This design comes from an exercise in tuning for a short achievable clock period and few clock cycles on the open sky130 flow, not from production work. In this exercise RTL edits were held to simulation tests only and were not proved equivalent to the original. Power is estimated from default activity; no workload was simulated.

--- flow/config.mk ---
export PLATFORM = sky130hd
export DESIGN_NAME = rv_core
export DESIGN_NICKNAME = rv_core
export VERILOG_FILES = /design/flow/design.v
export SDC_FILE = /design/flow/constraint.sdc
export NUM_CORES = 4
export LEC_CHECK = 0
export ABC_CLOCK_PERIOD_IN_PS = 3000
export CAP_MARGIN = 20
export CORE_MARGIN = 2
export CORE_UTILIZATION = 40
export SLEW_MARGIN = 20
export SYNTH_HIERARCHICAL = 1
--- flow/standard.sh ---
#!/bin/bash
# synth_recipe.tcl (not shown) runs the flow's synth.tcl, then flattens the netlist and writes it again
# the make line also repeats each setting of config.mk as NAME=value (left out here)
make -C /OpenROAD-flow-scripts/flow DESIGN_CONFIG=/design/flow/config.mk WORK_HOME=/design/flow/orfs CLKGATE_MAP_FILE= SYNTH_SCRIPT=/design/flow/synth_recipe.tcl "${@:-finish}"
--- flow/flow/run.sh ---
#!/bin/bash
# The standard layout (standard.sh: ORFS with the standard flow's synthesis script), with
#  - Yosys's full-adder extraction left out, so the prefix adders keep their structure;
#  - plain buf_4 cells as the port buffers.
# The SDC, the clock period and the IO constraints are the standard flow's and are not touched.
set -euo pipefail
cd "$(dirname "${BASH_SOURCE[0]}")/.."
bash standard.sh SETUP_SLACK_MARGIN=6.4 TNS_END_PERCENT=100 ADDER_MAP_FILE= \
    "BUFFER_PORTS_ARGS=-buffer_cell sky130_fd_sc_hd__buf_4" finish > flow_standard.log 2>&1
--- flow/design.v ---
`timescale 1ns/1ps
`default_nettype none
module pg_cell (
    input  logic g_hi,
    input  logic p_hi,
    input  logic g_lo,
    input  logic p_lo,
    output logic g,
    output logic p
);
    assign g = g_hi | (p_hi & g_lo);
    assign p = p_hi & p_lo;
endmodule
module ks_add32 #(parameter bit CIN = 1'b0) (
    input  logic [31:0] a,
    input  logic [31:0] b,
    output logic [31:0] s
);
    logic cin;
    assign cin = CIN;
    logic [31:0] g [6];
    logic [31:0] p [6];
    assign g[0] = (a & b) | {31'd0, (a[0] ^ b[0]) & cin};
    assign p[0] = a ^ b;
    for (genvar l = 0; l < 5; l++) begin : lvl
        for (genvar i = 0; i < 32; i++) begin : bit_
            if (i >= (1 << l)) begin : comb
                pg_cell u_pg (
                    .g_hi (g[l][i]),
                    .p_hi (p[l][i]),
                    .g_lo (g[l][i - (1 << l)]),
                    .p_lo (p[l][i - (1 << l)]),
                    .g    (g[l+1][i]),
                    .p    (p[l+1][i])
                );
            end else begin : pass
                assign g[l+1][i] = g[l][i];
                assign p[l+1][i] = p[l][i];
            end
        end
    end
    assign s = a ^ b ^ {g[5][30:0], cin};
endmodule
module ks_lt32 (
    input  logic [31:0] a,
    input  logic [31:0] b,
    output logic        lt
);
    logic [31:0] nb;
    logic [31:0] g [6];
    logic [31:0] p [6];
    assign nb   = ~b;
    assign g[0] = (a & nb) | {31'd0, a[0] ^ nb[0]};
    assign p[0] = a ^ nb;
    for (genvar l = 0; l < 5; l++) begin : lvl
        for (genvar i = 0; i < 32; i++) begin : bit_
            if (i >= (1 << l)) begin : comb
                pg_cell u_pg (
                    .g_hi (g[l][i]),
                    .p_hi (p[l][i]),
                    .g_lo (g[l][i - (1 << l)]),
                    .p_lo (p[l][i - (1 << l)]),
                    .g    (g[l+1][i]),
                    .p    (p[l+1][i])
                );
            end else begin : pass
                assign g[l+1][i] = g[l][i];
                assign p[l+1][i] = p[l][i];
            end
        end
    end
    assign lt = !g[5][31];
endmodule
`default_nettype wire
`default_nettype none
module pc_sel (
    input  logic        stall,
    input  logic [31:0] pc_f,
    input  logic [31:0] base,
    output logic [31:0] pc_next
);
    assign pc_next = stall ? pc_f : base;
endmodule
`default_nettype wire
`timescale 1ns/1ps
`default_nettype none
module rv_core (
    input  logic             clk,
    input  logic             reset,
    output logic             imem_req,
    output logic [32-1:0] imem_addr,
    input  logic [32-1:0] imem_data,
    output logic             dmem_read,
    output logic             dmem_write,
    output logic [32-1:0] dmem_addr,
    output logic [32-1:0] dmem_wdata,
    input  logic [32-1:0] dmem_rdata
);
    logic             req_q;
    logic [31:0]      pc_f;
    logic [31:0]      iaddr_q;    
    localparam int    NBT = 8;
    logic [NBT-1:0]   bt_v;
    logic [9:0]       bt_tag [NBT];
    logic [31:0]      bt_tgt [NBT];
    logic [2:0]       bt_rr;
    logic             up_ok;
    logic             up_isbr;
    logic             up_bhit;
    logic             up_tok;
    logic             up_set;
    logic             up_clr;
    logic             up_new;
    logic [2:0]       up_idx;
    logic [9:0]       up_tag;
    logic [31:0]      up_tgt;
    logic [NBT-1:0]   bw_set;
    logic [NBT-1:0]   bw_clr;
    logic [9:0]       bw_tag;
    logic [31:0]      bw_tgt;
    logic             rq;
    logic             rq_tk;
    logic [31:0]      rq_t;
    logic [31:0]      rq_n;
    logic             d_valid;
    logic             hold_q;
    logic [31:0]      hold_inst;
    logic [31:0]      a_pc,   h_pc;
    logic             a_bp,   h_bp;
    logic [31:0]      a_btgt, h_btgt;
    logic [2:0]       a_bidx, h_bidx;
    logic             e_valid;
    logic [4:0]       e_rd;
    logic             e_we;
    logic             e_is_load;
    logic             e_is_store;
    logic [31:0]      e_a;        
    logic [31:0]      e_b;        
    logic [31:0]      e_sd;       
    logic [31:0]      e_add_a;    
    logic [31:0]      e_add_b;    
    logic [3:0]       s_add_a, s_add_b;
    logic [3:0]       s_x_a, s_x_b;   
    logic             e_u_sub, e_u_slt, e_u_sll, e_u_sr, e_u_log;
    logic [3:0]       s_sd;
    logic             e_sdlate;   
    logic             e_slt_signed;
    logic             e_sra;
    logic             e_op_xor, e_op_or, e_op_and;
    logic             e_br_signed;
    logic             e_br_eq, e_br_ne, e_br_lt, e_br_ge;
    logic             e_pred;
    logic             e_jal;
    logic             e_bhit;
    logic [2:0]       e_bidx;
    logic             e_isbr;
    logic [31:0]      e_pc;
    logic [31:0]      e_timm;     
    logic [31:0]      e_ptgt;     
    logic [31:0]      e_pc4;
    logic             e_dred;     
    logic             m_we;
    logic             m_is_load;
    logic [4:0]       m_rd;
    logic [31:0]      r_m_add, r_m_sub, r_m_sll, r_m_sr, r_m_log;
    logic             r_m_slt;
    logic             m_sub, m_slt, m_sll, m_sr, m_log;
    logic [31:0]      r_m;
    logic             rd_q;
    logic             wr_q;
    logic [31:0]      addr_q;
    logic [31:0]      wdata_q;
    logic             late_q;     
    logic             w_we;
    logic             w_is_load;
    logic [4:0]       w_rd;
    logic [31:0]      r_w;
    logic [31:0]      regs [1:31];
    assign imem_req   = req_q;
    assign imem_addr  = iaddr_q;
    assign dmem_read  = rd_q;
    assign dmem_write = wr_q;
    assign dmem_addr  = addr_q;
    assign dmem_wdata = wdata_q;
    assign r_m = r_m_add | ({32{m_sub}} & r_m_sub) | ({32{m_sll}} & r_m_sll) |
                 ({32{m_sr}} & r_m_sr) | ({32{m_log}} & r_m_log) | {31'd0, m_slt & r_m_slt};
    logic [31:0] w_val;
    assign w_val = w_is_load ? dmem_rdata : r_w;
    always_ff @(posedge clk) begin
        if (w_we) begin
            regs[w_rd] <= w_val;
        end
    end
    logic [31:0] d_inst;
    logic [31:0] d_pc;
    logic        d_bp;
    logic [31:0] d_btgt;
    logic [2:0]  d_bidx;
    assign d_inst = hold_q ? hold_inst : imem_data;
    assign d_pc   = hold_q ? h_pc : a_pc;
    assign d_bp   = hold_q ? h_bp : a_bp;
    assign d_btgt = hold_q ? h_btgt : a_btgt;
    assign d_bidx = hold_q ? h_bidx : a_bidx;
    logic [6:0] opc;
    logic [4:0] rd, rs1, rs2;
    logic [2:0] f3;
    logic       alt;
    assign opc = d_inst[6:0];
    assign rd  = d_inst[11:7];
    assign f3  = d_inst[14:12];
    assign rs1 = d_inst[19:15];
    assign rs2 = d_inst[24:20];
    assign alt = d_inst[30];
    logic is_r, is_i, is_ld, is_st, is_br, is_jal;
    assign is_r   = (opc == 7'b0110011);
    assign is_i   = (opc == 7'b0010011);
    assign is_ld  = (opc == 7'b0000011);
    assign is_st  = (opc == 7'b0100011);
    assign is_br  = (opc == 7'b1100011);
    assign is_jal = (opc == 7'b1101111);
    logic uses1, uses2, d_we;
    assign uses1 = is_r | is_i | is_ld | is_st | is_br;
    assign uses2 = is_r | is_st | is_br;
    assign d_we  = (is_r | is_i | is_ld | is_jal) && (rd != 5'd0);
    logic [31:0] imm_i, imm_s;
    assign imm_i = {{20{d_inst[31]}}, d_inst[31:20]};
    assign imm_s = {{20{d_inst[31]}}, d_inst[31:25], d_inst[11:7]};
    logic [31:0] rf1, rf2, rv1, rv2;
    assign rf1 = (rs1 == 5'd0) ? 32'd0 : regs[rs1];
    assign rf2 = (rs2 == 5'd0) ? 32'd0 : regs[rs2];
    assign rv1 = (w_we && w_rd == rs1) ? w_val : rf1;
    assign rv2 = (w_we && w_rd == rs2) ? w_val : rf2;
    logic e_hit1, e_hit2, m_hit1, m_hit2;
    assign e_hit1 = e_valid && e_we && (e_rd == rs1);
    assign e_hit2 = e_valid && e_we && (e_rd == rs2);
    assign m_hit1 = m_we && (m_rd == rs1);
    assign m_hit2 = m_we && (m_rd == rs2);
    logic [3:0] src1, src2;
    assign src1[0] = !(e_hit1 || m_hit1);
    assign src1[1] = e_hit1;
    assign src1[2] = !e_hit1 && m_hit1 && !m_is_load;
    assign src1[3] = !e_hit1 && m_hit1 && m_is_load;
    assign src2[0] = !(e_hit2 || m_hit2);
    assign src2[1] = e_hit2;
    assign src2[2] = !e_hit2 && m_hit2 && !m_is_load;
    assign src2[3] = !e_hit2 && m_hit2 && m_is_load;
    logic e_ld_hit, sd_late, late_hit, stall;
    assign e_ld_hit = e_valid && e_is_load && e_we &&
                      ((uses1 && e_rd == rs1) || (uses2 && !is_st && e_rd == rs2));
    assign sd_late  = is_st && e_valid && e_is_load && e_we && (e_rd == rs2);
    assign late_hit = (is_ld || is_st) && e_valid && e_is_store && e_sdlate;
    assign stall    = d_valid && !rq && !er && (e_ld_hit || late_hit);
    logic [31:0] pc_plus4_d;
    logic [31:0] imm_b, imm_j;
    assign imm_b = {{19{d_inst[31]}}, d_inst[31], d_inst[7], d_inst[30:25], d_inst[11:8], 1'b0};
    assign imm_j = {{11{d_inst[31]}}, d_inst[31], d_inst[19:12], d_inst[20], d_inst[30:21], 1'b0};
    assign pc_plus4_d  = d_pc + 32'd4;
    logic br_live, pred_br, pred_d;
    assign br_live    = is_br && (f3[2] || !f3[1]);
    assign pred_br    = br_live && d_inst[31];
    assign pred_d     = !d_bp && (is_jal || pred_br);
    logic u_add, u_sub, u_slt, u_sll, u_sr, u_log;
    assign u_add = ((is_r || is_i) && f3 == 3'b000 && !(is_r && alt)) || is_ld || is_st || is_jal;
    assign u_sub = is_r && f3 == 3'b000 && alt;
    assign u_slt = (is_r || is_i) && (f3 == 3'b010 || f3 == 3'b011);
    assign u_sll = (is_r || is_i) && f3 == 3'b001;
    assign u_sr  = (is_r || is_i) && f3 == 3'b101;
    assign u_log = (is_r || is_i) && (f3 == 3'b100 || f3 == 3'b110 || f3 == 3'b111);
    logic u_x;
    assign u_x   = u_sub || u_slt || u_sll || u_sr || u_log || br_live;
    logic e_ok;
    assign e_ok = e_valid && !rq;
    function automatic logic [31:0] pick4(input logic [3:0] s, input logic [31:0] v,
                                          input logic [31:0] m, input logic [31:0] w,
                                          input logic [31:0] l);
        pick4 = (({32{s[0]}} & v) | ({32{s[1]}} & m) | ({32{s[2]}} & w)) | ({32{s[3]}} & l);
    endfunction
    logic [31:0] add_a, add_b, x_a, x_b, sub_a, sub_b, slt_a, slt_b, sll_a, sll_b;
    logic [31:0] sr_a, sr_b, log_a, log_b, br_a, br_b, sd;
    assign add_a = pick4(s_add_a, e_add_a, r_m, r_w, dmem_rdata);
    assign add_b = pick4(s_add_b, e_add_b, r_m, r_w, dmem_rdata);
    assign x_a   = pick4(s_x_a, e_a, r_m, r_w, dmem_rdata);
    assign x_b   = pick4(s_x_b, e_b, r_m, r_w, dmem_rdata);
    assign sd    = pick4(s_sd, e_sd, r_m, r_w, dmem_rdata);
    assign sub_a = x_a;
    assign sub_b = x_b;
    assign slt_a = x_a;
    assign slt_b = x_b;
    assign sll_a = x_a;
    assign sll_b = x_b;
    assign sr_a  = x_a;
    assign sr_b  = x_b;
    assign log_a = x_a;
    assign log_b = x_b;
    assign br_a  = x_a;
    assign br_b  = x_b;
    logic [31:0] y_add, y_sub, y_slt, y_sll, y_sr, y_log;
    logic slt_lt;
    ks_add32 #(.CIN(1'b0)) i_add (.a(add_a), .b(add_b), .s(y_add));
    ks_add32 #(.CIN(1'b1)) i_sub (.a(sub_a), .b(~sub_b), .s(y_sub));
    ks_lt32  i_slt (.a({slt_a[31] ^ e_slt_signed, slt_a[30:0]}),
                    .b({slt_b[31] ^ e_slt_signed, slt_b[30:0]}), .lt(slt_lt));
    assign y_slt = {31'd0, slt_lt};
    assign y_sll = sll_a << sll_b[4:0];
    assign y_sr  = $unsigned($signed({e_sra & sr_a[31], sr_a}) >>> sr_b[4:0]);
    assign y_log = ({32{e_op_xor}} & (log_a ^ log_b)) |
                   ({32{e_op_or}}  & (log_a | log_b)) |
                   ({32{e_op_and}} & (log_a & log_b));
    logic br_eq, br_lt;
    assign br_eq = (br_a == br_b);
    ks_lt32 i_br_lt (.a({br_a[31] ^ e_br_signed, br_a[30:0]}),
                     .b({br_b[31] ^ e_br_signed, br_b[30:0]}), .lt(br_lt));
    logic taken, tgt_ok, tk_redir, nt_redir, redirect_e;
    assign taken      = e_jal | (e_br_eq & br_eq) | (e_br_ne & !br_eq) |
                        (e_br_lt & br_lt) | (e_br_ge & !br_lt);
    logic [31:0] e_tgt;
    logic        er;
    ks_add32 #(.CIN(1'b0)) i_tgt (.a(e_pc), .b(e_timm), .s(e_tgt));
    assign tgt_ok     = !e_bhit || (e_ptgt == e_tgt);
    assign er         = e_ok && e_dred;
    assign tk_redir   = e_ok && !(e_pred && tgt_ok);
    assign nt_redir   = e_ok && e_pred;
    assign redirect_e = taken ? tk_redir : nt_redir;
    always_ff @(posedge clk) begin
        if (reset) begin
            rq <= 1'b0;
        end else begin
            rq <= redirect_e;
        end
        rq_tk  <= taken;
        rq_t   <= e_tgt;
        rq_n   <= e_pc4;
    end
    logic [NBT-1:0] f_hit;
    logic           f_bp;
    logic [31:0]    f_btgt;
    logic [2:0]     f_bidx;
    always_comb begin
        f_btgt = '0;
        f_bidx = '0;
        for (int i = 0; i < NBT; i++) begin
            f_hit[i] = bt_v[i] && (bt_tag[i] == pc_f[11:2]);
            f_btgt   = f_btgt | ({32{f_hit[i]}} & bt_tgt[i]);
            f_bidx   = f_bidx | ({3{f_hit[i]}} & 3'(i));
        end
    end
    assign f_bp = |f_hit;
    assign up_set = up_ok && up_isbr && rq_tk && !(up_bhit && up_tok);
    assign up_clr = up_ok && up_bhit && !rq_tk;
    assign up_new = !up_bhit;
    always_ff @(posedge clk) begin
        if (reset) begin
            up_ok <= 1'b0;
        end else begin
            up_ok <= e_ok;
        end
        up_isbr <= e_isbr;
        up_bhit <= e_bhit;
        up_tok  <= tgt_ok;
        up_idx  <= e_bhit ? e_bidx : bt_rr;
        up_tag <= e_pc[11:2];
        up_tgt <= e_tgt;
    end
    always_ff @(posedge clk) begin
        if (reset) begin
            bt_rr  <= '0;
            bw_set <= '0;
            bw_clr <= '0;
        end else begin
            if (up_set && up_new) begin
                bt_rr <= bt_rr + 3'd1;
            end
            for (int i = 0; i < NBT; i++) begin
                bw_set[i] <= up_set && (up_idx == 3'(i));
                bw_clr[i] <= up_clr && (up_idx == 3'(i));
            end
        end
        bw_tag <= up_tag;
        bw_tgt <= up_tgt;
    end
    always_ff @(posedge clk) begin
        if (reset) begin
            bt_v <= '0;
        end else begin
            for (int i = 0; i < NBT; i++) begin
                if (bw_set[i]) begin
                    bt_v[i] <= 1'b1;
                end else if (bw_clr[i]) begin
                    bt_v[i] <= 1'b0;
                end
            end
        end
    end
    always_ff @(posedge clk) begin
        for (int i = 0; i < NBT; i++) begin
            if (bw_set[i]) begin
                bt_tag[i] <= bw_tag;
                bt_tgt[i] <= bw_tgt;
            end
        end
    end
    logic [31:0] pc_base, pc_next;
    assign pc_base = rq ? (rq_tk ? rq_t : rq_n) :
                     er ? e_tgt :
                     !req_q ? pc_f :
                     f_bp ? f_btgt : pc_f + 32'd4;
    pc_sel i_pc_sel (
        .stall      (stall),
        .pc_f       (pc_f),
        .base       (pc_base),
        .pc_next    (pc_next)
    );
    always_ff @(posedge clk) begin
        if (reset) begin
            req_q <= 1'b0;
            pc_f  <= 32'h0000_0000;
        end else begin
            req_q <= 1'b1;
            pc_f  <= pc_next;
        end
        iaddr_q <= pc_next;
    end
    always_ff @(posedge clk) begin
        if (reset || rq || er) begin
            d_valid <= 1'b0;
            hold_q  <= 1'b0;
        end else if (stall) begin
            hold_q  <= 1'b1;
        end else begin
            d_valid <= req_q;
            hold_q  <= 1'b0;
        end
    end
    always_ff @(posedge clk) begin
        hold_inst <= d_inst;
        h_pc      <= d_pc;
        h_bp      <= d_bp;
        h_btgt    <= d_btgt;
        h_bidx    <= d_bidx;
        a_pc      <= pc_f;
        a_bp      <= f_bp;
        a_btgt    <= f_btgt;
        a_bidx    <= f_bidx;
    end
    logic br_mode_eq, br_mode_ne, br_mode_lt, br_mode_ge;
    assign br_mode_eq = br_live && f3 == 3'b000;
    assign br_mode_ne = br_live && f3 == 3'b001;
    assign br_mode_lt = br_live && f3[2] && !f3[0];
    assign br_mode_ge = br_live && f3[2] && f3[0];
    always_ff @(posedge clk) begin
        if (reset) begin
            e_valid <= 1'b0;
        end else begin
            e_valid <= d_valid && !stall && !rq && !er;
        end
    end
    always_ff @(posedge clk) begin
        e_we         <= d_we;
        e_is_load    <= is_ld;
        e_is_store   <= is_st;
        e_pred       <= d_bp || is_jal || pred_br;
        e_jal        <= is_jal;
        e_bhit       <= d_bp;
        e_isbr       <= br_live;
        e_br_eq      <= br_mode_eq;
        e_br_ne      <= br_mode_ne;
        e_br_lt      <= br_mode_lt;
        e_br_ge      <= br_mode_ge;
        s_add_a      <= {4{u_add}} & (is_jal ? 4'b0001 : src1);
        s_add_b      <= {4{u_add}} & (is_r ? src2 : 4'b0001);
        s_x_a        <= {4{u_x}} & src1;
        s_x_b        <= {4{u_x}} & ((is_r || is_br) ? src2 : 4'b0001);
        e_u_sub      <= u_sub;
        e_u_slt      <= u_slt;
        e_u_sll      <= u_sll;
        e_u_sr       <= u_sr;
        e_u_log      <= u_log;
        s_sd         <= {4{is_st && !sd_late}} & src2;
        e_sdlate     <= sd_late;
        e_rd         <= rd;
        e_a          <= rv1;
        e_b          <= (is_r || is_br) ? rv2 : imm_i;
        e_sd         <= rv2;
        e_add_a      <= is_jal ? d_pc : rv1;
        e_add_b      <= is_r ? rv2 : is_jal ? 32'd4 : is_st ? imm_s : imm_i;
        e_slt_signed <= (f3 == 3'b010);
        e_sra        <= alt;
        e_op_xor     <= (f3 == 3'b100);
        e_op_or      <= (f3 == 3'b110);
        e_op_and     <= (f3 == 3'b111);
        e_br_signed  <= !f3[1];
        e_bidx       <= d_bidx;
        e_pc         <= d_pc;
        e_timm       <= is_jal ? imm_j : imm_b;
        e_ptgt       <= d_btgt;
        e_pc4        <= pc_plus4_d;
        e_dred       <= pred_d;
    end
    always_ff @(posedge clk) begin
        if (reset) begin
            m_we      <= 1'b0;
            m_is_load <= 1'b0;
            rd_q      <= 1'b0;
            wr_q      <= 1'b0;
            late_q    <= 1'b0;
            w_we      <= 1'b0;
            w_is_load <= 1'b0;
        end else begin
            m_we      <= e_ok && e_we;
            m_is_load <= e_is_load;
            rd_q      <= e_ok && e_is_load && !late_q;
            wr_q      <= late_q || (e_ok && e_is_store && !e_sdlate);
            late_q    <= e_ok && e_is_store && e_sdlate;
            w_we      <= m_we;
            w_is_load <= m_is_load;
        end
    end
    always_ff @(posedge clk) begin
        m_rd    <= e_rd;
        r_m_add <= y_add;
        m_sub   <= e_u_sub;
        m_slt   <= e_u_slt;
        m_sll   <= e_u_sll;
        m_sr    <= e_u_sr;
        m_log   <= e_u_log;
        r_m_sub <= y_sub;
        r_m_slt <= y_slt[0];
        r_m_sll <= y_sll;
        r_m_sr  <= y_sr;
        r_m_log <= y_log;
        wdata_q <= late_q ? dmem_rdata : sd;
        w_rd    <= m_rd;
        r_w     <= r_m;
        if ((e_is_load || e_is_store) && !late_q) begin
            addr_q <= y_add;
        end
    end
endmodule
`default_nettype wire
--- flow/constraint.sdc ---
create_clock -name core_clock -period 10.0 [get_ports {clk}]
set_input_delay 2.0000 -clock core_clock [delete_from_list [all_inputs] [get_ports {clk}]]
set_output_delay 2.0000 -clock core_clock [all_outputs]
set_load 0.01 [all_outputs]
==> results of run 1 <==
-- per-stage QoR --
| stage | worst slack, ns | total power [mW] | instance area (µm²) | utilization |
|---|---|---|---|---|
| floorplan | 5.426 | 10.99 | 105600 | - |
| global placement | 3.775 | 11.53 | 109300 | 0.4214 |
| detailed placement | 3.727 | 11.54 | 109300 | 0.4214 |
| CTS | 5.974 | 20.73 | 123200 | 0.4747 |
| global route | 5.854 | 21.61 | 130900 | 0.5046 |
| finish | 5.862 | 21.20 | 131000 | 0.5048 |
-- final cells by class --
| class | count | area [µm²] |
|---|---|---|
| Antenna cell | 24 | 60.06 |
| Clock buffer | 323 | 6579 |
| Clock inverter | 117 | 1466 |
| Fill cell | 22377 | 128500 |
| Inverter | 172 | 842.1 |
| Multi-Input combinational cell | 7213 | 47590 |
| Sequential cell | 2240 | 58890 |
| Tap cell | 3402 | 4257 |
| Timing Repair Buffer | 817 | 11080 |
| Timing Repair inverter | 17 | 234.0 |
-- routing by layer --
metal  routed length [µm]  vias up  GRT usage
met1               168900    44903     0.4112
met2               203700     7921     0.4932
met4                41160       32     0.1955
li1                     -    38048          -
met3                64900     2164    0.08320
met5                  353        -          0
-- worst paths after layout --
kind,to,cells after the start
min reg2reg,rq_n[4],0
max reg2reg,rq,19
max,rq,10
min,rq_n[4],0
-- power by group through the flow --
stage / clock network [mW] / logic [mW] / registers (mW)
finish: 9.08 / 2.06 / 10.1
global route: 9.47 / 2.08 / 10.1
CTS: 9.10 / 1.58 / 10.0
detailed placement: 0 / 1.29 / 10.2
global placement: 0 / 1.28 / 10.2
floorplan: 0 / 0.845 / 10.1
-- worst max-delay path: cells and delay by family --
family / cells / cell delay (ns)
simple gates: 2 / 0.66
compound gates: 5 / 1.79
buf+inv: 2 / 0.18
mux: 1 / 0.34
-- what timing repair did --
item	CTS	global route
setup buffers	116	200
setup endpoints to repair	406	310
gates resized for setup	572	755
pin swaps	109	343
cloned	70	107
==> results.toml, run 1 <==
[outcome]
outcome = "finished clean"

[floorplan]
rows = 187
num_io_pins = 165
die_h_um = 514.6
start_util = 0.4019
dieArea_um2 = 264800
core_area_um2 = 259500
die_w_um = 514.6

[power]
switching_share = 0.2557
power.clock.fraction = 0.428
p_leak_nw = 52.25
power_frac_comb = 0.097
ir_worst_vdd_v = 0.0001676
cellPowerDensity_nw_per_um2 = 161.8
p_int_mw = 15.78
pwr-share-seq = 0.474
switchingPower_mw = 5.422

[clocking]
clkLatencyLatePin_ns = 0.98
hold_buffers = 0
cts_tree = "yes"
cts.reportedPaths.clkPinSlew_ns = 0.06
cts_buffers = 231
clk_path_buf_depth = 3
ctsHtreeMaxLevel = 4
cts_sinks = 2240
cts-root-buf = "clkbuf_16"

[timing]
fmax_mhz = 241.7
hold_ws_ns = 0.2604
finalHoldViolations = 0
period_needed_ns = 4.138
rsz0062_at_grt = "yes"
slew_violations = 0
setup_viol = 0
post-route-period-util = 0.4138
fin_worst_skew_ns = 0.1305
max_slew.worst_pin.slew_ns = 1.358
slew_headroom = 0.09253
fin_tns_setup_ns = 0

[setup_path]
crit_chain = "buf_12 -> a222oi_1 -> a21boi_4 -> inv_4 -> o221a_2 -> a2111oi_1 -> nand2_1 -> nor4_4 -> mux2_4 -> a211oi_2"
cp_data_arrival_time_ns = 4.99
path_class = "input port to flop"
cp_slowest_cell = "a222oi_1"
path_max_fanout = 4
startpoint = "dmem_rdata[18]"
end_kind = "flop"
ff2ff_setup_slack_ns = 5.94
timing.rr.start = "m_sr"
critPathMaxStageDelay_ns = 0.63
crit_required_ns = 10.85
worstSetupStartpointType = "input port"

[layout]
final_cell_mix = "nand2_1 (2221), edfxtp_1 (1395), nand3_1 (928)"
syn2layout_area_growth_pct = 25.61
largest_reg_flops = 992
layout_commonest_cell = "nand2_1"
fin_cells = 14325
largest_register = "regs"
fin_nets = 10758
layout-drive-gt1-share = 0.2014
top_regs = "regs (992), bt_tgt (256), bt_tag (80)"

[route]
drt_pass1_iterations = 13
final_antenna_net_count = 0
vias = 93068
routed_wl_mm = 479.0
drc = 0
drt_iter0_markers = 17272
routedWlPerCell_um = 33.44
via_per_inst = 6.497

[global_route]
antenna_found_initial = 40
globalRouteOverflowTotal = 0
grt_max_degree = 77
grt_use_total = 0.3232
grt_pass1_vias = 84126
grt_pass1_wl_mm = 621.0

[logic_synthesis]
synthCells = 10324
syn-cell-area_um2 = 104300
yosys_warnings = 24
synth.avg_cell_area_um2 = 10.10

[job]
maxCapViolCount = 0

[placed_design]
dp_cells = 13364
io_buffers = 164
hpwl_mm = 260.0
place_congestion = 1.021

[hold_path]
worstHoldStart = "e_pc4[4]"
min_path_type = "flop to flop"
Testbench counts, summed over its fixed seeds: cycles 236,108.
==> run 2, diff against run 1 <==
--- a/flow/design.v
+++ b/flow/design.v
@@ -73,6 +73,14 @@
 endmodule
 `default_nettype wire
 `default_nettype none
+module ld_or (
+    input  logic [31:0] rest,
+    input  logic        sel,
+    input  logic [31:0] ld,
+    output logic [31:0] y
+);
+    assign y = rest | ({32{sel}} & ld);
+endmodule
 module pc_sel (
     input  logic        stall,
     input  logic [31:0] pc_f,
@@ -162,9 +170,9 @@
     logic             m_we;
     logic             m_is_load;
     logic [4:0]       m_rd;
-    logic [31:0]      r_m_add, r_m_sub, r_m_sll, r_m_sr, r_m_log;
+    logic [31:0]      r_m_add, r_m_sub, r_m_misc;   
     logic             r_m_slt;
-    logic             m_sub, m_slt, m_sll, m_sr, m_log;
+    logic             m_sub, m_slt;
     logic [31:0]      r_m;
     logic             rd_q;
     logic             wr_q;
@@ -182,8 +190,7 @@
     assign dmem_write = wr_q;
     assign dmem_addr  = addr_q;
     assign dmem_wdata = wdata_q;
-    assign r_m = r_m_add | ({32{m_sub}} & r_m_sub) | ({32{m_sll}} & r_m_sll) |
-                 ({32{m_sr}} & r_m_sr) | ({32{m_log}} & r_m_log) | {31'd0, m_slt & r_m_slt};
+    assign r_m = r_m_add | r_m_misc | ({32{m_sub}} & r_m_sub) | {31'd0, m_slt & r_m_slt};
     logic [31:0] w_val;
     assign w_val = w_is_load ? dmem_rdata : r_w;
     always_ff @(posedge clk) begin
@@ -270,18 +277,17 @@
     assign u_x   = u_sub || u_slt || u_sll || u_sr || u_log || br_live;
     logic e_ok;
     assign e_ok = e_valid && !rq;
-    function automatic logic [31:0] pick4(input logic [3:0] s, input logic [31:0] v,
-                                          input logic [31:0] m, input logic [31:0] w,
-                                          input logic [31:0] l);
-        pick4 = (({32{s[0]}} & v) | ({32{s[1]}} & m) | ({32{s[2]}} & w)) | ({32{s[3]}} & l);
+    function automatic logic [31:0] pick3(input logic [2:0] s, input logic [31:0] v,
+                                          input logic [31:0] m, input logic [31:0] w);
+        pick3 = ({32{s[0]}} & v) | ({32{s[1]}} & m) | ({32{s[2]}} & w);
     endfunction
     logic [31:0] add_a, add_b, x_a, x_b, sub_a, sub_b, slt_a, slt_b, sll_a, sll_b;
     logic [31:0] sr_a, sr_b, log_a, log_b, br_a, br_b, sd;
-    assign add_a = pick4(s_add_a, e_add_a, r_m, r_w, dmem_rdata);
-    assign add_b = pick4(s_add_b, e_add_b, r_m, r_w, dmem_rdata);
-    assign x_a   = pick4(s_x_a, e_a, r_m, r_w, dmem_rdata);
-    assign x_b   = pick4(s_x_b, e_b, r_m, r_w, dmem_rdata);
-    assign sd    = pick4(s_sd, e_sd, r_m, r_w, dmem_rdata);
+    ld_or i_add_a (.rest(pick3(s_add_a[2:0], e_add_a, r_m, r_w)), .sel(s_add_a[3]), .ld(dmem_rdata), .y(add_a));
+    ld_or i_add_b (.rest(pick3(s_add_b[2:0], e_add_b, r_m, r_w)), .sel(s_add_b[3]), .ld(dmem_rdata), .y(add_b));
+    ld_or i_x_a   (.rest(pick3(s_x_a[2:0], e_a, r_m, r_w)), .sel(s_x_a[3]), .ld(dmem_rdata), .y(x_a));
+    ld_or i_x_b   (.rest(pick3(s_x_b[2:0], e_b, r_m, r_w)), .sel(s_x_b[3]), .ld(dmem_rdata), .y(x_b));
+    ld_or i_sd    (.rest(pick3(s_sd[2:0], e_sd, r_m, r_w)), .sel(s_sd[3]), .ld(dmem_rdata), .y(sd));
     assign sub_a = x_a;
     assign sub_b = x_b;
     assign slt_a = x_a;
@@ -520,14 +526,9 @@
         r_m_add <= y_add;
         m_sub   <= e_u_sub;
         m_slt   <= e_u_slt;
-        m_sll   <= e_u_sll;
-        m_sr    <= e_u_sr;
-        m_log   <= e_u_log;
         r_m_sub <= y_sub;
         r_m_slt <= y_slt[0];
-        r_m_sll <= y_sll;
-        r_m_sr  <= y_sr;
-        r_m_log <= y_log;
+        r_m_misc <= ({32{e_u_sll}} & y_sll) | ({32{e_u_sr}} & y_sr) | ({32{e_u_log}} & y_log);
         wdata_q <= late_q ? dmem_rdata : sd;
         w_rd    <= m_rd;
         r_w     <= r_m;
==> run 2 against run 1 <==
  * Clock skew shrank 0.017 ns
  * Worst hold slack improved by 0.0034 ns
  * Sequential cell count decreased by 67
  * Final area decreased by 5.5%
  * Total power shrank 4.6%
  * Largest power group unchanged
  * First-iteration DRC count decreased by 8.2%
  * Die area barely moved
  * Clock power fell by 3.7%
  * Critical path depth increased by 4
  * Fmax grew 6.1%
==> results.toml, run 2 <==
[clocking]
hold_buffers = 0
clkLatencyLatePin_ns = 0.95
clk_path_buf_depth = 4
cts.reportedPaths.clkPinSlew_ns = 0.06
ctsHtreeMaxLevel = 4
cts_buffers = 233
cts_tree = "yes"
cts-root-buf = "clkbuf_16"
cts_sinks = 2173

[setup_path]
rr_worst_depth = 14
endpoint = "pc_f[16]"
crit_required_ns = 10.77
end_kind = "flop"
timing.rr.start = "m_sub"
path_max_fanout = 8
ff2ff_setup_slack_ns = 6.17
path_class = "input port to flop"
regToRegEndpoint = "addr_q[31]"
worstSetupStartpointType = "input port"
cp_data_arrival_time_ns = 4.66
startpoint = "imem_data[2]"

[floorplan]
num_io_pins = 165
rows = 187
die_h_um = 514.4
core_area_um2 = 259200
start_util = 0.4019
die_w_um = 514.4
dieArea_um2 = 264600

[power]
cellPowerDensity_nw_per_um2 = 163.4
power_frac_comb = 0.084
p_leak_nw = 51.86
switchingPower_mw = 5.004
switching_share = 0.2474
ir_worst_vdd_v = 0.0001500
pwr-share-seq = 0.484
power.clock.fraction = 0.432
p_int_mw = 15.22

[logic_synthesis]
synth.avg_cell_area_um2 = 10.24
syn-cell-area_um2 = 104200
synthCells = 10172
yosys_warnings = 24

[route]
final_antenna_net_count = 0
drt_iter0_markers = 15855
drt_pass1_iterations = 13
vias = 89178
via_per_inst = 6.386
drc = 0
routedWlPerCell_um = 31.97
routed_wl_mm = 446.4

[timing]
fmax_mhz = 256.5
period_needed_ns = 3.899
finalHoldViolations = 0
fin_worst_skew_ns = 0.1133
slew_headroom = 0.1612
slew_violations = 0
post-route-period-util = 0.3899
rsz0062_at_grt = "yes"
max_slew.worst_pin.slew_ns = 1.223
fin_tns_setup_ns = 0
setup_viol = 0

[layout]
nFillCells = 23147
layout-drive-gt1-share = 0.1603
top_regs = "regs (992), bt_tgt (256), bt_tag (80)"
syn2layout_area_growth_pct = 18.83
largest_reg_flops = 992
fin_area_um2 = 123800
final_cell_mix = "nand2_1 (2085), edfxtp_1 (1395), nand3_1 (1021)"
fin_nets = 10420
regArea_um2 = 57530
largest_register = "regs"
fin_cells = 13965
layout_commonest_cell = "nand2_1"
multi_input_comb_area_um2 = 45280

[global_route]
grt_pass1_vias = 82597
grt_max_degree = 104
grt_use_total = 0.3126
grt_pass1_wl_mm = 603.3
globalRouteOverflowTotal = 0
antenna_found_initial = 22

[placed_design]
place_congestion = 0.9921
hpwl_mm = 257.1
dp_cells = 13198
io_buffers = 164
placed_area_um2 = 108700

[hold_path]
min_path_type = "flop to flop"
whs_path_depth = 0

[job]
maxCapViolCount = 0

[outcome]
outcome = "finished clean"
-- run 2: power by group through the flow --
stage	combinational, mW	sequential [mW]	clock [mW]
finish	1.70	9.79	8.74
global route	1.74	9.79	9.12
CTS	1.46	9.77	8.77
detailed placement	1.30	9.96	0
global placement	1.29	9.96	0
floorplan	0.866	9.87	0
-- run 2: area by class of cell --
class                      count  share of cell area
antenna                       17           0.0003436
timing repair buffer         633             0.06149
tap                         3402             0.03438
sequential                  2173              0.4646
inverter                     303             0.01071
multi-input combinational   6997              0.3657
clock buffer                 335             0.05418
clock inverter                92            0.007225
timing repair inverter        13            0.001344
-- run 2: repair_timing --
item                                    CTS  global route
buffers inserted                         91           132
endpoints found under the setup margin  401           553
cloned                                   51            48
pin swaps                                41           159
resized for setup                       321           388
-- run 2: metal layers --
metal  global-route usage  wire, µm
met1               0.4018    159500
met2               0.4644    188500
met3              0.09260     64270
met4               0.1862     34100
met5                    0        63
-- run 2: worst min path at each step --
stage,start,end,slack [ns]
final,e_pc4[20],rq_n[20],0.26
after global routing,e_pc4[29],rq_n[29],0.25
after CTS,e_pc4[20],rq_n[20],0.25
after detailed placement,up_tag[0],bw_tag[0],0.31
after global placement,up_tag[3],bw_tag[3],0.31
after floorplan,up_tag[0],bw_tag[0],0.31
-- run 2: stage by stage --
stage	util	total power [mW]	hold WS, ns	setup WS (ns)
detailed placement	0.4194	11.26	0.3121	3.950
finish	0.4776	20.23	0.2639	6.101
CTS	0.4621	20.01	0.2538	6.153
floorplan	-	10.74	0.3096	5.549
global placement	0.4194	11.25	0.3126	3.960
global route	0.4775	20.65	0.2523	6.072
-- run 2: critical path, cell delays in order --
cell and delay (ns):
buf_6 0.09, or3_4 0.37, a22o_4 0.28, or3b_4 0.39
and2_4 0.18, o21ai_2 0.15, a21oi_2 0.08, nand2b_4 0.16
nor2_4 0.10, buf_6 0.11, buf_12 0.12, buf_16 0.17
mux2_4 0.32, nor2b_1 0.13
Testbench counts of run 2, summed over its fixed seeds: cycles 236,108.
==> run 3, diff against run 2 <==
==> flow/flow/run.sh (replaced) <==
#!/bin/bash
# The standard layout (standard.sh: ORFS with the standard flow's synthesis script), with
#  - Yosys's full-adder extraction left out, so the prefix adders keep their structure;
#  - plain buf_4 cells as the port buffers;
#  - one more design repair after global routing's timing repair (flow/post_grt.tcl).
# The SDC, the clock period and the IO constraints are the standard flow's and are not touched.
set -euo pipefail
cd "$(dirname "${BASH_SOURCE[0]}")/.."
bash standard.sh SETUP_SLACK_MARGIN=6.4 TNS_END_PERCENT=100 ADDER_MAP_FILE= \
    "BUFFER_PORTS_ARGS=-buffer_cell sky130_fd_sc_hd__buf_4" \
    "POST_GLOBAL_ROUTE_TCL=$PWD/flow/post_grt.tcl" finish > flow_standard.log 2>&1
==> flow/flow/post_grt.tcl (new file) <==
# Sourced by ORFS's global_route.tcl (POST_GLOBAL_ROUTE_TCL) after its timing repair.
# Timing repair may leave a net at its capacitance or slew limit by the global-route
# estimate, which the final extraction can then put just over. Repair the design once
# more with the usual margins, place the new cells and route the changed nets, the
# same steps ORFS takes after its own repairs.
log_cmd estimate_parasitics -global_routing
log_cmd repair_design -verbose -cap_margin 20 -slew_margin 20
log_cmd global_route -start_incremental
log_cmd detailed_placement
log_cmd global_route -end_incremental
log_cmd estimate_parasitics -global_routing
==> run 3 against run 2 <==
  * Still clean on timing, DRC and antenna
  * Die area unchanged
  * Final area about the same
  * Fmax is essentially flat
  * Core utilization barely moved
  * Register-to-register slack got worse by 0.03 ns
  * Worst hold slack worse by 0.0033 ns
  * Count of clock-buffer cells in the layout unchanged
  * Non-clock buffer count unchanged
  * Clock power barely moved
  * Critical path type unchanged
  * Largest cell class unchanged
  * Largest power group unchanged
==> results.toml, run 3 <==
[outcome]
outcome = "finished clean"

[floorplan]
dieArea_um2 = 264600
core_area_um2 = 259200
die_h_um = 514.4
start_util = 0.4019
die_w_um = 514.4
num_io_pins = 165
rows = 187

[placed_design]
place_congestion = 0.9921
hpwl_mm = 257.1
placed_area_um2 = 108700
post-place-ws_ns = 3.950
dp_cells = 13198
io_buffers = 164

[hold_path]
min_path_type = "flop to flop"

[clocking]
cts_buffers = 233
hold_buffers = 0
cts_tree = "yes"
cts-root-buf = "clkbuf_16"
cts_sinks = 2173
post_cts_buffers = 91
clkLatencyLatePin_ns = 0.94
cts.reportedPaths.clkPinSlew_ns = 0.06
clk_path_buf_depth = 4
cts_resized = 321
ctsHtreeMaxLevel = 4

[route]
drt_iter0_markers = 16116
routedWlPerCell_um = 31.99
final_antenna_net_count = 0
via_per_inst = 6.392
routed_wl_mm = 446.7
drt_pass1_iterations = 16
drc = 0
vias = 89234

[timing]
period_needed_ns = 3.896
worst_slack_ns = 6.104
post-route-period-util = 0.3896
fin_worst_skew_ns = 0.1126
max_slew.worst_pin.slew_ns = 1.215
fmax_mhz = 256.7
setup_viol = 0
finalHoldViolations = 0
hold_ws_ns = 0.2606
slew_headroom = 0.1903
fin_tns_setup_ns = 0
slew_violations = 0

[setup_path]
worstSetupStartpointType = "input port"
crit_required_ns = 10.77
end_kind = "flop"
path_max_fanout = 8
path_class = "input port to flop"
cp_data_arrival_time_ns = 4.66
ff2ff_setup_slack_ns = 6.14

[layout]
syn2layout_area_growth_pct = 18.83
layout_commonest_cell = "nand2_1"
fin_nets = 10420
layout-drive-gt1-share = 0.1604
largest_reg_flops = 992
largest_register = "regs"
fin_cells = 13961
fin_area_um2 = 123800
regArea_um2 = 57530
final_cell_mix = "nand2_1 (2085), edfxtp_1 (1395), nand3_1 (1021)"
fin_util = 0.4776
multi_input_comb_area_um2 = 45280
nFillCells = 23152
top_regs = "regs (992), bt_tgt (256), bt_tag (80)"

[power]
ir_worst_vdd_v = 0.0001506
p_total_mw = 20.23
p_leak_nw = 51.86
cellPowerDensity_nw_per_um2 = 163.4

[global_route]
grt_use_total = 0.3126
grt_max_degree = 104
grt_pass1_wl_mm = 603.3
antenna_found_initial = 22
grt_pass1_vias = 82597
globalRouteOverflowTotal = 0

[logic_synthesis]
synthCells = 10172
yosys_warnings = 24
syn-cell-area_um2 = 104200
synth.avg_cell_area_um2 = 10.24

[job]
maxCapViolCount = 0
## run 3: power breakdown
group	switching, mW	internal, mW
clock network	3.73	5.01
logic	1.12	0.581
registers	0.157	9.63
total	5.01	15.2
## run 3: per-layer routing
| layer | track usage | part of all wire |
|---|---|---|
| met1 | 0.4018 | 0.36 |
| met3 | 0.09260 | 0.14 |
| met2 | 0.4644 | 0.42 |
| met5 | 0 | 0.00014 |
| met4 | 0.1862 | 0.078 |
## run 3: worst max-delay path, stage by stage
cell and delay, ns:
buf_6 0.09, or3_4 0.37, a22o_4 0.28, or3b_4 0.39, and2_4 0.18, o21ai_2 0.15, a21oi_2 0.08, nand2b_4 0.16
nor2_4 0.10, buf_6 0.11, buf_12 0.12, buf_16 0.17, mux2_4 0.33, nor2b_1 0.13
## run 3: layout make-up
cell class / count / area share
Multi-Input combinational cell: 6997 / 0.3657
Clock inverter: 92 / 0.007225
Timing Repair inverter: 13 / 0.001344
Antenna cell: 13 / 0.0002627
Inverter: 303 / 0.01071
Sequential cell: 2173 / 0.4647
Tap cell: 3402 / 0.03438
Timing Repair Buffer: 633 / 0.06149
Clock buffer: 335 / 0.05419
## run 3: worst paths after layout
path                 from  depth (start not counted)    endpoint
min             e_pc4[20]                          0    rq_n[20]
min reg2reg     e_pc4[20]                          0    rq_n[20]
max          imem_data[2]                         14    pc_f[16]
max reg2reg         m_sub                         14  addr_q[31]
==> run 4, diff against run 3 <==
--- a/flow/design.v
+++ b/flow/design.v
@@ -105,6 +105,7 @@
     input  logic [32-1:0] dmem_rdata
 );
     logic             req_q;
+    logic             rst_q;      
     logic [31:0]      pc_f;
     logic [31:0]      iaddr_q;    
     localparam int    NBT = 8;
@@ -149,6 +150,7 @@
     logic [31:0]      e_add_b;    
     logic [3:0]       s_add_a, s_add_b;
     logic [3:0]       s_x_a, s_x_b;   
+    logic [3:0]       s_sh_a, s_sh_b;   
     logic             e_u_sub, e_u_slt, e_u_sll, e_u_sr, e_u_log;
     logic [3:0]       s_sd;
     logic             e_sdlate;   
@@ -252,11 +254,15 @@
     assign src2[2] = !e_hit2 && m_hit2 && !m_is_load;
     assign src2[3] = !e_hit2 && m_hit2 && m_is_load;
     logic e_ld_hit, sd_late, late_hit, stall;
-    assign e_ld_hit = e_valid && e_is_load && e_we &&
-                      ((uses1 && e_rd == rs1) || (uses2 && !is_st && e_rd == rs2));
+    logic ld_v, late_v, op_rs2, op_mem;
+    assign ld_v     = d_valid && !rq && !er && e_valid && e_is_load && e_we;
+    assign late_v   = d_valid && !rq && !er && e_valid && e_is_store && e_sdlate;
+    assign op_rs2   = opc[5] && (opc[6] || opc[4]);
+    assign op_mem   = !opc[6] && !opc[4];
+    assign e_ld_hit = ld_v && ((e_rd == rs1) || (op_rs2 && e_rd == rs2));
+    assign late_hit = late_v && op_mem;
     assign sd_late  = is_st && e_valid && e_is_load && e_we && (e_rd == rs2);
-    assign late_hit = (is_ld || is_st) && e_valid && e_is_store && e_sdlate;
-    assign stall    = d_valid && !rq && !er && (e_ld_hit || late_hit);
+    assign stall    = e_ld_hit || late_hit;
     logic [31:0] pc_plus4_d;
     logic [31:0] imm_b, imm_j;
     assign imm_b = {{19{d_inst[31]}}, d_inst[31], d_inst[7], d_inst[30:25], d_inst[11:8], 1'b0};
@@ -274,28 +280,30 @@
     assign u_sr  = (is_r || is_i) && f3 == 3'b101;
     assign u_log = (is_r || is_i) && (f3 == 3'b100 || f3 == 3'b110 || f3 == 3'b111);
     logic u_x;
-    assign u_x   = u_sub || u_slt || u_sll || u_sr || u_log || br_live;
+    assign u_x   = u_sub || u_slt || u_log || br_live;
     logic e_ok;
     assign e_ok = e_valid && !rq;
     function automatic logic [31:0] pick3(input logic [2:0] s, input logic [31:0] v,
                                           input logic [31:0] m, input logic [31:0] w);
         pick3 = ({32{s[0]}} & v) | ({32{s[1]}} & m) | ({32{s[2]}} & w);
     endfunction
-    logic [31:0] add_a, add_b, x_a, x_b, sub_a, sub_b, slt_a, slt_b, sll_a, sll_b;
+    logic [31:0] add_a, add_b, x_a, x_b, sh_a, sh_b, sub_a, sub_b, slt_a, slt_b, sll_a, sll_b;
     logic [31:0] sr_a, sr_b, log_a, log_b, br_a, br_b, sd;
     ld_or i_add_a (.rest(pick3(s_add_a[2:0], e_add_a, r_m, r_w)), .sel(s_add_a[3]), .ld(dmem_rdata), .y(add_a));
     ld_or i_add_b (.rest(pick3(s_add_b[2:0], e_add_b, r_m, r_w)), .sel(s_add_b[3]), .ld(dmem_rdata), .y(add_b));
     ld_or i_x_a   (.rest(pick3(s_x_a[2:0], e_a, r_m, r_w)), .sel(s_x_a[3]), .ld(dmem_rdata), .y(x_a));
     ld_or i_x_b   (.rest(pick3(s_x_b[2:0], e_b, r_m, r_w)), .sel(s_x_b[3]), .ld(dmem_rdata), .y(x_b));
+    ld_or i_sh_a  (.rest(pick3(s_sh_a[2:0], e_a, r_m, r_w)), .sel(s_sh_a[3]), .ld(dmem_rdata), .y(sh_a));
+    ld_or i_sh_b  (.rest(pick3(s_sh_b[2:0], e_b, r_m, r_w)), .sel(s_sh_b[3]), .ld(dmem_rdata), .y(sh_b));
     ld_or i_sd    (.rest(pick3(s_sd[2:0], e_sd, r_m, r_w)), .sel(s_sd[3]), .ld(dmem_rdata), .y(sd));
     assign sub_a = x_a;
     assign sub_b = x_b;
     assign slt_a = x_a;
     assign slt_b = x_b;
-    assign sll_a = x_a;
-    assign sll_b = x_b;
-    assign sr_a  = x_a;
-    assign sr_b  = x_b;
+    assign sll_a = sh_a;
+    assign sll_b = sh_b;
+    assign sr_a  = sh_a;
+    assign sr_b  = sh_b;
     assign log_a = x_a;
     assign log_b = x_b;
     assign br_a  = x_a;
@@ -408,7 +416,7 @@
     logic [31:0] pc_base, pc_next;
     assign pc_base = rq ? (rq_tk ? rq_t : rq_n) :
                      er ? e_tgt :
-                     !req_q ? pc_f :
+                     rst_q ? pc_f :
                      f_bp ? f_btgt : pc_f + 32'd4;
     pc_sel i_pc_sel (
         .stall      (stall),
@@ -417,6 +425,9 @@
         .pc_next    (pc_next)
     );
     always_ff @(posedge clk) begin
+        rst_q <= reset;
+    end
+    always_ff @(posedge clk) begin
         if (reset) begin
             req_q <= 1'b0;
             pc_f  <= 32'h0000_0000;
@@ -433,7 +444,7 @@
         end else if (stall) begin
             hold_q  <= 1'b1;
         end else begin
-            d_valid <= req_q;
+            d_valid <= !rst_q;
             hold_q  <= 1'b0;
         end
     end
@@ -476,6 +487,8 @@
         s_add_b      <= {4{u_add}} & (is_r ? src2 : 4'b0001);
         s_x_a        <= {4{u_x}} & src1;
         s_x_b        <= {4{u_x}} & ((is_r || is_br) ? src2 : 4'b0001);
+        s_sh_a       <= {4{u_sll || u_sr}} & src1;
+        s_sh_b       <= {4{u_sll || u_sr}} & (is_r ? src2 : 4'b0001);
         e_u_sub      <= u_sub;
         e_u_slt      <= u_slt;
         e_u_sll      <= u_sll;
==> run 4 against run 3 <==
  * Still clean
  * Sequential cell count grew 9
  * Global-route usage up 0.69 points
  * Area after synthesis grew 1.2%
==> results.toml, run 4 <==
[outcome]
outcome = "finished clean"

[setup_path]
cp_slowest_cell = "dfxtp_4"
critPathBufInv = 3
worstSetupStartpointType = "flop"
crit_chain = "clkbuf_16 -> a211o_4 -> a222oi_1 -> inv_1 -> a21o_4 -> nor2b_1 -> a21o_1 -> a21o_1 -> a21o_1 -> a21o_4 -> a21o_4 -> inv_4 -> nor2b_2 -> a211oi_2 -> o311ai_4 -> and3_1 -> nor3_2"
path_max_fanout = 10
crit_required_ns = 10.79
path_class = "flop to flop"
critPathMaxStageDelay_ns = 0.41
critical-path-top-delay-family = "compound AO/OA/AOI/OAI gates"
cp_data_arrival_time_ns = 4.74
end_kind = "flop"

[floorplan]
num_io_pins = 165
core_area_um2 = 262300
die_h_um = 517.5
dieArea_um2 = 267900
rows = 188
start_util = 0.4022
die_w_um = 517.5

[route]
drt_pass1_iterations = 17
vias = 90795
routed_wl_mm = 471.4
routedWlPerCell_um = 33.40
drc = 0
final_antenna_net_count = 0
drt_iter0_markers = 16814
via_per_inst = 6.433

[clocking]
clkLatencyLatePin_ns = 0.94
ctsHtreeMaxLevel = 4
hold_buffers = 0
cts.reportedPaths.clkPinSlew_ns = 0.06
cts_resized = 477
clk_path_buf_depth = 3
cts-root-buf = "clkbuf_16"
post_cts_buffers = 147
cts_sinks = 2182
cts_tree = "yes"
cts_buffers = 223

[layout]
layout_commonest_cell = "nand2_1"
largest_register = "regs"
top_regs = "regs (992), bt_tgt (256), bt_tag (80)"
fin_nets = 10450
largest_reg_flops = 992
final_cell_mix = "nand2_1 (1945), edfxtp_1 (1395), nand3_1 (900)"
fin_area_um2 = 129300
fin_util = 0.4932
syn2layout_area_growth_pct = 22.61
layout-drive-gt1-share = 0.2012

[placed_design]
io_buffers = 164
placed_area_um2 = 110300
place_congestion = 1.018
post-place-ws_ns = 4.010
hpwl_mm = 258.0

[logic_synthesis]
syn-cell-area_um2 = 105500
synthCells = 10132
synth.avg_cell_area_um2 = 10.41
yosys_warnings = 24

[timing]
post-route-period-util = 0.3947
slew_headroom = 0.09786
setup_viol = 0
worst_slack_ns = 6.053
fmax_mhz = 253.4
max_slew.worst_pin.slew_ns = 1.353
finalHoldViolations = 0
fin_worst_skew_ns = 0.09319
fin_tns_setup_ns = 0
slew_violations = 0
period_needed_ns = 3.947
hold_ws_ns = 0.2659

[power]
pwr-share-seq = 0.480
cellPowerDensity_nw_per_um2 = 158.0
p_int_mw = 15.25
ir_worst_vdd_v = 0.0001780
p_leak_nw = 53.36
power_frac_comb = 0.094
switching_share = 0.2537
power.clock.fraction = 0.426
switchingPower_mw = 5.185

[global_route]
globalRouteOverflowTotal = 0
grt_max_degree = 99
grt_use_total = 0.3195
grt_pass1_vias = 83024
grt_pass1_wl_mm = 622.3
antenna_found_initial = 26

[job]
maxCapViolCount = 0

[hold_path]
min_path_type = "flop to flop"
## run 4: worst paths after layout
| path | start | endpoint | slack (ns) | cells after the start |
|---|---|---|---|---|
| hold / removal | e_u_sub | m_sub | 0.27 | 0 |
| setup reg to reg | m_sub | rq | 6.05 | 17 |
| setup / recovery | m_sub | rq | 6.05 | 17 |
| hold reg to reg | e_u_sub | m_sub | 0.27 | 0 |
## run 4: layout make-up
type,count,area (µm²)
multi-input combinational,6892,48190
antenna,14,35.03
timing repair buffer,746,9641
timing repair inverter,20,220.2
clock buffer,301,6233
clock inverter,125,1494
inverter,319,1410
fill,22869,132900
sequential,2182,57730
tap,3515,4398
## run 4: worst register-to-register path, cell delays in order (launching register included)
cell	delay [ns]
dfxtp_4	0.41
clkbuf_16	0.23
a211o_4	0.41
a222oi_1	0.32
inv_1	0.09
a21o_4	0.27
nor2b_1	0.16
a21o_1	0.17
a21o_1	0.18
a21o_1	0.21
a21o_4	0.25
a21o_4	0.27
inv_4	0.07
nor2b_2	0.04
a211oi_2	0.27
o311ai_4	0.19
and3_1	0.19
nor3_2	0.08
## run 4: stage by stage
step | instances | power (mW)
after CTS | 13848 | 20.13
final | 14114 | 20.44
after floorplan | 10133 | 10.77
after global placement | 13205 | 11.26
after detailed placement | 13206 | 11.27
## run 4: layer usage
metal  global-route usage  part of all wire  wire length [µm]
met5                    0           0.00020                93
met3              0.08527              0.13             63550
met4               0.2037             0.083             38950
met1               0.4180              0.36            171200
met2               0.4673              0.42            197600
## run 4: power by group through the flow
stage / Clock [mW] / Sequential, mW / Combinational (mW)
final: 8.72 / 9.80 / 1.92
after CTS: 8.76 / 9.79 / 1.58
after detailed placement: 0 / 9.98 / 1.29
after global placement: 0 / 9.98 / 1.27
after floorplan: 0 / 9.91 / 0.860
Testbench counts of run 4, summed over its fixed seeds: cycles 236,179.

## separate check: timing with driven ports
No port has a modelled driver above. Below, the same layouts with a new extraction and two added sets of constraints. Step 1, drivers: a clkbuf_16 drives clk and a buf_2 each remaining input, both assumed. Step 2, shift: input delay + t, output delay - t, t = (earliest + latest rising clock arrival at the registers) / 2. This alone moves slack from input paths to output paths. Slacks: ideal ports / drivers / drivers and shift; pairs: ideal ports / drivers.
| run | t (ns) | setup WS [ns] | worst data-port slew with drivers (ns) |
|---|---|---|---|
| run 1 | 1.010 | 5.862 / 5.913 / 4.903 | 0.20 |
| run 2 | 0.996 | 6.101 / 6.165 / 5.179 | 0.21 |
| run 3 | 0.994 | 6.104 / 6.139 / 5.184 | 0.21 |
| run 4 | 0.996 | 6.053 / 6.053 / 5.164 | 0.16 |
After both steps every run listed still meets setup and hold. For run 1, which loses most, drivers alone change the setup slack by +0.051 ns; drivers and shift together by -0.959 ns.
